Background: an optimization exercise with open tools, aiming at small area, a short achievable clock period and few clock cycles per item. Do not read the settings as production practice.
RTL that was checked went through simulation tests only; none was proved equivalent to the original.

## v24
## multi_dataflow_core
module multi_dataflow_core (
  input  logic        ap_clk,
  input  logic        ap_rst,
  input  logic [31:0] in0_data,
  output logic        in0_full_n,
  input  logic        in0_write,
  input  logic [31:0] in1_data,
  output logic        in1_full_n,
  input  logic        in1_write,
  output logic [31:0] out0_data,
  input  logic        out0_full_n,
  output logic        out0_write,
  output logic [31:0] out1_data,
  input  logic        out1_full_n,
  output logic        out1_write,
  input  logic [7:0]  ID
);
Settings: LEC_CHECK=0, ABC_CLOCK_PERIOD_IN_PS=2500, CAP_MARGIN=20, CORE_MARGIN=2, CORE_UTILIZATION=40, SETUP_SLACK_MARGIN=5, SLEW_MARGIN=20; clock period 8.5 ns.
run.sh (not shown) runs the stock make flow with config.mk's settings and CLKGATE_MAP_FILE= SYNTH_SCRIPT=/design/flow/synth_recipe.tcl, a recipe that flattens the netlist after the stock synthesis.
## Diff of input files: v3 against v24
- SETUP_SLACK_MARGIN removed (was 5)
### Flow results
Compared with v24, in v3 wire length now smaller, worst hold-check slack held, detailed-routed wire length on met2 went down by about 8%. [compare] base=v24 new=v3: shortest clock period the worst path allows after layout +1280 ps; number of multi-input combinational cells in the layout ~0 delta; clock skew +21 ps.
Function was not checked in any run of this note: the RTL went through the layout flow alone.

---

Another version of the RTL of multi_dataflow_core (not shown whole).
Size in the first run: roughly 2900 cells after synthesis, roughly 370 flip-flops, about 150 I/O pins, ~0.026 sq mm of cells after synthesis.
// multi_dataflow_core
module multi_dataflow_core (
  input  logic        ap_clk,
  input  logic        ap_rst,
  input  logic [31:0] in0_data,
  output logic        in0_full_n,
  input  logic        in0_write,
  input  logic [31:0] in1_data,
  output logic        in1_full_n,
  input  logic        in1_write,
  output logic [31:0] out0_data,
  input  logic        out0_full_n,
  output logic        out0_write,
  output logic [31:0] out1_data,
  input  logic        out1_full_n,
  output logic        out1_write,
  input  logic [7:0]  ID
);
clock: 8.5 ns
lec_check: 0
abc_area: 1
cap_margin: 20
core_margin: 2
core_utilization: 55
cts_cluster_diameter: 100
cts_cluster_size: 24
setup_slack_margin: 5
slew_margin: 20
synth_hierarchical: 1
standard.sh (not shown) runs the stock make flow with config.mk's settings and CLKGATE_MAP_FILE= SYNTH_SCRIPT=/design/flow/synth_recipe.tcl, a recipe that flattens the netlist after the stock synthesis.
==> flow/flow/run.sh <==
#!/bin/bash
# The standard layout, with plain buffers (buf_4) rather than the default delay-cell
# buffers on the ports. Make's full output goes to standard_flow.log in the work folder.
set -euo pipefail
bash standard.sh "BUFFER_PORTS_ARGS=-buffer_cell sky130_fd_sc_hd__buf_4" finish > standard_flow.log 2>&1
Testbench counts at the start, summed over its fixed seeds: cycles 8,288, items 8,192.
Next try:
- CORE_UTILIZATION: 55 -> 40
Routed wire length went up by 0.78%.
Clock-buffer cell count went down by 2.
Setup slack is better by 0.053 ns.
Worst hold slack is worse by 0.011 ns.
Next try:
- CTS_CLUSTER_DIAMETER: 100 -> not set
- CTS_CLUSTER_SIZE: 24 -> not set
The changed run finished with timing, DRC and antenna clean.
Cell area went up by 2.8%.
Die area is unchanged.
Via count rose by 0.73%.

---

Another version of the RTL of multi_dataflow_core (not shown whole).
Size: ~2900 cells after synthesis, about 370 flip-flops, roughly 150 I/O pins.
export LEC_CHECK = 0
export ABC_AREA = 1
export CAP_MARGIN = 20
export CORE_MARGIN = 2
export CORE_UTILIZATION = 40
export CTS_CLUSTER_DIAMETER = 100
export CTS_CLUSTER_SIZE = 24
export SETUP_SLACK_MARGIN = 5
export SLEW_MARGIN = 20
export SYNTH_HIERARCHICAL = 1
create_clock -name core_clock -period 8.5 [get_ports {ap_clk}]
Scripts as last shown in full above: flow/flow/run.sh
Testbench counts at the start, summed over its fixed seeds: cycles 8,288, items 8,192.
Edit:
==> flow/flow/run.sh (replaced) <==
#!/bin/bash
# The standard layout, with plain buffers (buf_4) rather than the default delay-cell
# buffers on the ports, and timing repair aimed at 5.2 ns of setup slack. Make's full output
# goes to standard_flow.log in the work folder.
set -euo pipefail
bash standard.sh "BUFFER_PORTS_ARGS=-buffer_cell sky130_fd_sc_hd__buf_4" SETUP_SLACK_MARGIN=5.2 finish > standard_flow.log 2>&1
Settings changed: SETUP_SLACK_MARGIN 5 to not set.
Maximum frequency is higher by 2.3%.
Wire length increases by 2.2%.
Die area is unchanged.
Via count climbs by 1.1%.
Critical path depth stays the same.
Design area is higher by 2.3%.
Setup slack is better by 78 ps.
Final cell count grows by 0.87%.
Edit:
==> flow/flow/run.sh (replaced) <==
#!/bin/bash
# The standard layout, with plain buffers (buf_4) rather than the default delay-cell
# buffers on the ports, and timing repair aimed at 5.4 ns of setup slack. Make's full output
# goes to standard_flow.log in the work folder.
set -euo pipefail
bash standard.sh "BUFFER_PORTS_ARGS=-buffer_cell sky130_fd_sc_hd__buf_4" SETUP_SLACK_MARGIN=5.4 finish > standard_flow.log 2>&1
Result:
- The changed run passed the timing, DRC and antenna checks
- area after synthesis stays the same
- count of clock-buffer cells in the layout is lower by 1
- global-route usage barely changes
- design area is higher by 1.4%
- first-iteration DRC count is lower by about 3%
- utilization is higher by 0.62 points
- fmax is higher by 0.86%
- non-clock buffer count is higher by 16

[re-timing with driven ports]
How much do the figures lean on ideal ports? The routed layouts below were timed once more, with nothing changed but the port constraints.
Step 1 assumes that a clkbuf_16 drives the clock port and a buf_2 every other input.
Step 2 moves the port delays by t, midway between the first and last clock arrival at a register: inputs arrive t later, outputs are due t later. That takes back most of the time a late clock gives input paths.
Slacks: ideal ports / drivers / drivers and shift; pairs: ideal ports / drivers.
| run | shift t [ns] | setup slack, ns | slew at the worst register clock pin (ns) | pins driven straight from the clock port |
|---|---|---|---|---|
| v24 | 0.635 | 4.511 / 4.511 / 4.436 | 0.07 / 0.07 | 1 |
| v3 | 0.631 | 3.227 / 3.227 / 3.227 | 0.07 / 0.07 | 1 |
| the first run of note 2 | 0.615 | 4.955 / 4.955 / 4.648 | 0.11 / 0.11 | 1 |
| the second run of note 2 | 0.617 | 5.007 / 5.007 / 4.609 | 0.10 / 0.10 | 1 |
| the third run of note 2 | 0.633 | 5.045 / 5.045 / 4.599 | 0.06 / 0.06 | 1 |
| the first run of note 3 | 0.633 | 5.044 / 5.044 / 4.633 | 0.10 / 0.10 | 1 |
| the second run of note 3 | 0.631 | 5.122 / 5.122 / 4.781 | 0.11 / 0.11 | 1 |
| the third run of note 3 | 0.624 | 5.151 / 5.151 / 4.963 | 0.11 / 0.11 | 1 |
After both steps setup and hold are still met in every run listed. For the third run of note 2, which loses most, drivers alone change the setup slack by 0.000 ns; drivers and shift together by -0.446 ns.
